Background: an optimization exercise with open tools, aiming at small area, a short achievable clock period and few clock cycles per item. Do not read the settings as production practice.
Only simulation tests tie the RTL to the original design; equivalence was not proved.

==> flow/design.v <==
package cdq_pkg;
   localparam int DEPTH      = 128;
   localparam int DATA_WIDTH = 32;
   localparam int IDX_W      = $clog2(DEPTH);
   localparam int CNT_W      = $clog2(DEPTH + 1);
   localparam int OP_W      = 2;
   localparam int FIELD_W   = 32;
   localparam int STATUS_W  = 2;
   localparam int COUNT_W   = 8;
   localparam int REQ_RAW_W = OP_W + FIELD_W;
   localparam int REQ_W     = ((REQ_RAW_W + 7) / 8) * 8;
   localparam int RSP_RAW_W = STATUS_W + 3 * FIELD_W + 1 + COUNT_W;
   localparam int RSP_W     = ((RSP_RAW_W + 7) / 8) * 8;
   typedef logic [IDX_W-1:0]      idx_type;
   typedef logic [CNT_W-1:0]      cnt_type;
   typedef logic [DATA_WIDTH-1:0] data_type;
   localparam logic [1:0] STAT_DONE  = 2'd0;
   localparam logic [1:0] STAT_FULL  = 2'd1;
   localparam logic [1:0] STAT_EMPTY = 2'd2;
endpackage
module cdq_ctrl (
   input  logic                      clock,
   input  logic                      reset,
   input  logic                      req_tvalid,
   output logic                      req_tready,
   input  logic [cdq_pkg::REQ_W-1:0] req_tdata,
   input  logic                      rsp_tready,
   output logic                      rsp_tvalid,
   output logic                      exec,
   output logic [1:0]                op,
   output cdq_pkg::data_type         val,
   output cdq_pkg::idx_type          addr,
   output logic                      wr_en,
   output logic                      ok,
   output logic                      empty,
   output logic                      one,
   output logic [1:0]                status,
   output cdq_pkg::cnt_type          count
);
   logic              r_valid;
   logic              rsp_valid;
   logic              take;
   logic              push;
   logic              full;
   cdq_pkg::idx_type  h, r, h_in, r_in;
   cdq_pkg::cnt_type  cnt_in;
   logic [1:0]        in_op;
   assign push  = !op[1];
   assign ok    = push ? !full : !empty;
   assign exec  = r_valid && (!rsp_valid || rsp_tready);
   assign req_tready = !r_valid || !rsp_valid || rsp_tready;
   assign take  = req_tvalid && req_tready && !reset;
   assign in_op = req_tdata[1:0];
   assign wr_en = r_valid && push && !full;
   assign rsp_tvalid = rsp_valid;
   always_comb begin
      h_in   = h;
      r_in   = r;
      cnt_in = count;
      if (exec && ok) begin
         case (op)
            2'd0: h_in = h - 1'b1;
            2'd1: r_in = r + 1'b1;
            2'd2: h_in = h + 1'b1;
            default: r_in = r - 1'b1;
         endcase
         cnt_in = push ? count + 1'b1 : count - 1'b1;
      end
   end
   always_ff @(posedge clock) begin
      if (reset) begin
         r_valid   <= 1'b0;
         rsp_valid <= 1'b0;
         h         <= '0;
         r         <= '1;
         count     <= '0;
         empty     <= 1'b1;
         one       <= 1'b0;
         full      <= 1'b0;
      end else begin
         if (take) r_valid <= 1'b1;
         else if (exec) r_valid <= 1'b0;
         if (exec) rsp_valid <= 1'b1;
         else if (rsp_tready) rsp_valid <= 1'b0;
         h     <= h_in;
         r     <= r_in;
         count <= cnt_in;
         empty <= (cnt_in == '0);
         one   <= (cnt_in == cdq_pkg::CNT_W'(1));
         full  <= (cnt_in == cdq_pkg::CNT_W'(cdq_pkg::DEPTH));
      end
   end
   always_ff @(posedge clock) begin
      if (take) begin
         op  <= in_op;
         val <= req_tdata[2 +: cdq_pkg::DATA_WIDTH];
         case (in_op)
            2'd0: addr <= h_in - 1'b1;
            2'd1: addr <= r_in + 1'b1;
            2'd2: addr <= h_in + 1'b1;
            default: addr <= r_in - 1'b1;
         endcase
      end
      if (exec) status <= ok ? cdq_pkg::STAT_DONE :
                          (push ? cdq_pkg::STAT_FULL : cdq_pkg::STAT_EMPTY);
   end
endmodule
module cdq_dpath (
   input  logic              clock,
   input  logic              exec,
   input  logic [1:0]        op,
   input  cdq_pkg::data_type val,
   input  cdq_pkg::idx_type  addr,
   input  logic              wr_en,
   input  logic              ok,
   input  logic              empty,
   input  logic              one,
   output cdq_pkg::data_type front,
   output cdq_pkg::data_type rear,
   output cdq_pkg::data_type popped
);
   cdq_pkg::data_type mem [cdq_pkg::DEPTH];
   cdq_pkg::data_type rd;
   cdq_pkg::data_type front_in, rear_in;
   assign rd = mem[addr];
   always_comb begin
      front_in = front;
      rear_in  = rear;
      if (!op[1]) begin
         if (ok) begin
            if (!op[0]) begin
               front_in = val;
               if (empty) rear_in = val;
            end else begin
               rear_in = val;
               if (empty) front_in = val;
            end
         end
      end else begin
         if (!ok || one) begin
            front_in = '0;
            rear_in  = '0;
         end else if (!op[0]) begin
            front_in = rd;
         end else begin
            rear_in = rd;
         end
      end
   end
   always_ff @(posedge clock) begin
      if (exec) begin
         front  <= front_in;
         rear   <= rear_in;
         popped <= (op[1] && ok) ? (op[0] ? rear : front) : '0;
      end
   end
   always_ff @(posedge clock) begin
      if (wr_en) mem[addr] <= val;
   end
endmodule
module circular_deque (
   input  logic                      clock,
   input  logic                      reset,
   input  logic                      req_tvalid,
   output logic                      req_tready,
   input  logic [cdq_pkg::REQ_W-1:0] req_tdata,
   output logic                      rsp_tvalid,
   input  logic                      rsp_tready,
   output logic [cdq_pkg::RSP_W-1:0] rsp_tdata
);
   logic              exec, wr_en, ok, empty, one;
   logic [1:0]        op, status;
   cdq_pkg::data_type val, front, rear, popped;
   cdq_pkg::idx_type  addr;
   cdq_pkg::cnt_type  count;
   cdq_ctrl u_ctrl (
      .clock      (clock),
      .reset      (reset),
      .req_tvalid (req_tvalid),
      .req_tready (req_tready),
      .req_tdata  (req_tdata),
      .rsp_tready (rsp_tready),
      .rsp_tvalid (rsp_tvalid),
      .exec       (exec),
      .op         (op),
      .val        (val),
      .addr       (addr),
      .wr_en      (wr_en),
      .ok         (ok),
      .empty      (empty),
      .one        (one),
      .status     (status),
      .count      (count)
   );
   cdq_dpath u_dpath (
      .clock  (clock),
      .exec   (exec),
      .op     (op),
      .val    (val),
      .addr   (addr),
      .wr_en  (wr_en),
      .ok     (ok),
      .empty  (empty),
      .one    (one),
      .front  (front),
      .rear   (rear),
      .popped (popped)
   );
   assign rsp_tdata = {{(cdq_pkg::RSP_W - cdq_pkg::RSP_RAW_W){1'b0}},
                       count, empty, rear, front, popped, status};
endmodule
==> flow/run.sh <==
#!/bin/bash
# synth_recipe.tcl (not shown) runs the flow's synth.tcl, then flattens the netlist and writes it again
# the make line also repeats each setting of config.mk as NAME=value (left out here)
make -C /OpenROAD-flow-scripts/flow DESIGN_CONFIG=/design/flow/config.mk WORK_HOME=/design/flow/orfs CLKGATE_MAP_FILE= SYNTH_SCRIPT=/design/flow/synth_recipe.tcl finish
==> flow/config.mk <==
export PLATFORM = sky130hd
export DESIGN_NAME = circular_deque
export DESIGN_NICKNAME = circular_deque
export VERILOG_FILES = /design/flow/design.v
export SDC_FILE = /design/flow/constraint.sdc
export NUM_CORES = 4
export LEC_CHECK = 0
export CAP_MARGIN = 20
export CORE_MARGIN = 2
export CORE_UTILIZATION = 40
export SLEW_MARGIN = 20
==> flow/constraint.sdc <==
create_clock -name core_clock -period 6.0 [get_ports {clock}]
set_input_delay 1.2000 -clock core_clock [delete_from_list [all_inputs] [get_ports {clock}]]
set_output_delay 1.2000 -clock core_clock [all_outputs]
set_load 0.01 [all_outputs]
==> flow_summary.toml <==
[outcome]
status = "timing/DRC/antenna clean"

[cells_and_area]
drive_above_1_share_pct = 32.3
fin_nets = 7278
multi_input_area_sq_um = 35100
final-seq-area_sq_um = 128000
fillers = 32797
syn_to_final_growth_pct = 15.3

[floorplan]
start_util_pct = 40.2
row_count = 234
die_w_um = 644
coreArea_sq_um = 407000
dieArea_sq_um = 414000
die_h_um = 644
io_pins = 158

[clock_tree]
cts_resized = 0
cts_buffers = 426
root_buffer = "clkbuf_16"
path_clk_slew_ns = 0.07
tritoncts = "done"
cts.htree.levels = 5
clk-insertion-delay-late_ns = 0.98
cts_sinks = 4269
cts_hold_buf = 0
clockBufferDepth = 4
postCtsSetupRepairBufs = 0

[timing]
rsz0062_at_grt = "no"
setup_viol = 0
finalClockSkew_ns = 0.0571
max_clock_freq_mhz = 218
relSlewSlack_pct = 10.1
period_needed_ns = 4.59
hold_violations = 0
tns_ns = 0
layout_worst_path_cycle_share_pct = 76.5
tightest_slew_ns = 1.35
finalMaxSlewViolations = 0

[drt]
drt_iter0_drc = 9897
ant_nets = 0
viasPerCell = 5.83
wire_per_inst_um = 33.3
wirelength_um = 433000
firstDrtPassIters = 9
dr_total_vias = 75821
drc = 0

[synth]
syn_area_sq_um = 164000
synth_edf_count = 4235
ys_seq_area_share_pct = 78.1
yosysTopAreaCell = "edfxtp_1"
ys.flop_type = "edfxtp_1"
synth.most_common_cell = "edfxtp_1"
avgSynthCellArea_sq_um = 24.7
synth_top_area_share_pct = 77.7
synth-seq-cells = 4269
yosysWarnings = 2
ys_types = 69
synthTopCellsByCount = "4,235 x edfxtp_1, 1,314 x mux4_2, 197 x nor2_1, 189 x clkbuf_1, 106 x mux2i_1"
synthCells = 6632
synth-async-reset-ratio_pct = 0
synth_area_leaders = "edfxtp_1 78%, mux4_2 18%, mux2i_1 0.65%"

[power_and_ir_drop]
power.density_nw_per_um2 = 349
power.leakage_nw = 57.8
p_total_w = 0.0659
ir_drop_uv = 254

[worst_setup_path]
crit_required_ns = 6.67
arrival_ns = 5.26
cp_common_cell = "mux4_2"
crit_path_end_kind = "register"
worstSetupPathType = "reg2reg"
cp.buffers_inverters = 1
slowest_delay_ns = 0.88
start_kind = "register"
critPathSlowestCell = "dfxtp_4"
crit_chain = "buf_12 -> mux4_2 -> mux4_2 -> mux2i_1 -> o22ai_1 -> a221o_1"
critical-path-top-delay-family = "multiplexers"
crit_fanout = 48

[grt]
antenna_found_initial = 38
grt_pass1_vias = 76926
grt_pass1_wl_um = 602000
grt_overflow = 0
grt_max_degree = 130
grtUsageTotal_pct = 20.7

[placement]
gp_congestion = 0.870
port_buffers = 146
hpwl_um = 250000

[worst_hold_path]
hp-class = "reg2reg"

[run]
cap_violations = 0
[state kept, by name, summed over array words and instances, names as in the netlist, 2 cells and up, named ones only]
signal          cells
u_dpath.mem      4096
u_ctrl.val         32
u_dpath.front      32
u_dpath.popped     32
u_dpath.rear       32
u_ctrl.count        8
u_ctrl.addr         7
u_ctrl.h            7
u_ctrl.r            7
u_ctrl.op           2
u_ctrl.status       2
[stage by stage]
| stage | setup slack, ns | util, % | hold WS, ns | instances | instance area (sq um) |
|---|---|---|---|---|---|
| global placement | 1.16 | 42.9 | 0.506 | 12192 | 174000 |
| global route | 1.31 | 46.4 | 0.549 | 13006 | 189000 |
| detailed placement | 1.23 | 43.0 | 0.498 | 12205 | 175000 |
| floorplan | 0.520 | - | 0.503 | 6636 | 164000 |
| CTS | 1.46 | 46.3 | 0.511 | 12988 | 188000 |
| finish | 1.41 | 46.4 | 0.514 | 13014 | 189000 |
[cell type report]
cell class,count,share of cell area [%]
antenna,20,0.0265
clock buffer,528,5.96
clock inverter,255,1.29
inverter,23,0.0458
multi-input combinational,1988,18.6
sequential,4269,67.8
tap,5428,3.60
timing repair buffer,503,2.65
[routing by layer]
layer  GRT usage (%)  up-vias  share of wire [%]
li1                -    30096                  -
met1            28.1    41596                 39
met2            33.0     3463                 48
met3            4.25      664                8.6
met4            7.76        2                4.2
met5               0        -             0.0032
[cell usage in the layout, fill, tap and decap left out, types with 8 or more instances in the layout]
master           instances
clkbuf_1                90
nand2_1                 38
clkinvlp_4              11
nand3_1                 16
mux2i_1                106
diode_2                 20
dfxtp_1                 28
nor2b_1                 11
nor2_1                  71
o21a_1                   8
a21oi_1                 22
mux4_2                1314
inv_1                   18
inv_6                    8
o22ai_1                 33
buf_4                  290
clkinv_1               101
bufinv_16               39
nor2_4                 126
clkdlybuf4s50_1        146
buf_12                  49
ha_1                    20
edfxtp_1              4235
xnor2_1                 14
a221o_1                 32
mux2_2                  16
buf_16                   9
clkbuf_16              433
o21ai_0                 16
clkinv_2                80
[report_power, final]
part	internal (W)	total [W]	switching, W
clock network	0.0150	0.0262	0.0112
registers	0.0328	0.0330	0.000181
logic	0.00291	0.00671	0.00379
total	0.0507	0.0659	0.0152
[final timing paths]
| kind | start | to | slack [ns] | cells after the start |
|---|---|---|---|---|
| max reg2reg | register | u_dpath.rear[13] | 1.41 | 6 |
| min | u_ctrl.count[3] | u_ctrl.count[3] | 0.51 | 2 |
| max | register | u_dpath.rear[13] | 1.41 | 6 |
| min reg2reg | u_ctrl.count[3] | u_ctrl.count[3] | 0.51 | 2 |
[worst reg2reg max path, delay by kind of cell, from the launching register on]
kind            cells  cell delay, ns
buf+inv             1            0.44
compound gates      2            0.99
mux                 3            1.96
flops               1            0.88
[kinds of logic after synthesis]
logic type                 synth area share [%]
other                                   0.00229
muxes                                      18.8
adders and majority gates                 0.190
AOI/OAI and AO/OA                         0.755
buffers and inverters                      1.00
DFF                                        78.1
xor gates and xnor gates                  0.112
and+or+nand+nor                           0.946
Testbench counts, summed over its fixed seeds: cycles 12,816, items 12,800.

[separate check: timing with driven ports]
The results above use ideal ports. As a check the final layout listed here was re-extracted and re-timed, cells and wires unchanged.
Step 1 (the two cells are an assumption about what drives the block):
set clk [get_ports {clock}]
set_driving_cell -lib_cell sky130_fd_sc_hd__clkbuf_16 $clk
set_driving_cell -lib_cell sky130_fd_sc_hd__buf_2 [delete_from_list [all_inputs] $clk]
Step 2 moves the port delays by t, midway between the first and last clock arrival at a register: inputs arrive t later, outputs are due t later. That takes back most of the time a late clock gives input paths.
Three values: ideal ports, drivers, drivers and shift; two values: the first two.
t, ns: 1.082
setup slack, ns: 1.408 / 1.408 / 1.158
worst hold slack (ns): 0.514 / 0.514 / 0.514
latest minus earliest clock arrival (ns): 0.077 / 0.078
After both steps this run still meets setup and hold. For this run, drivers alone change the setup slack by 0.000 ns; drivers and shift together by -0.250 ns.
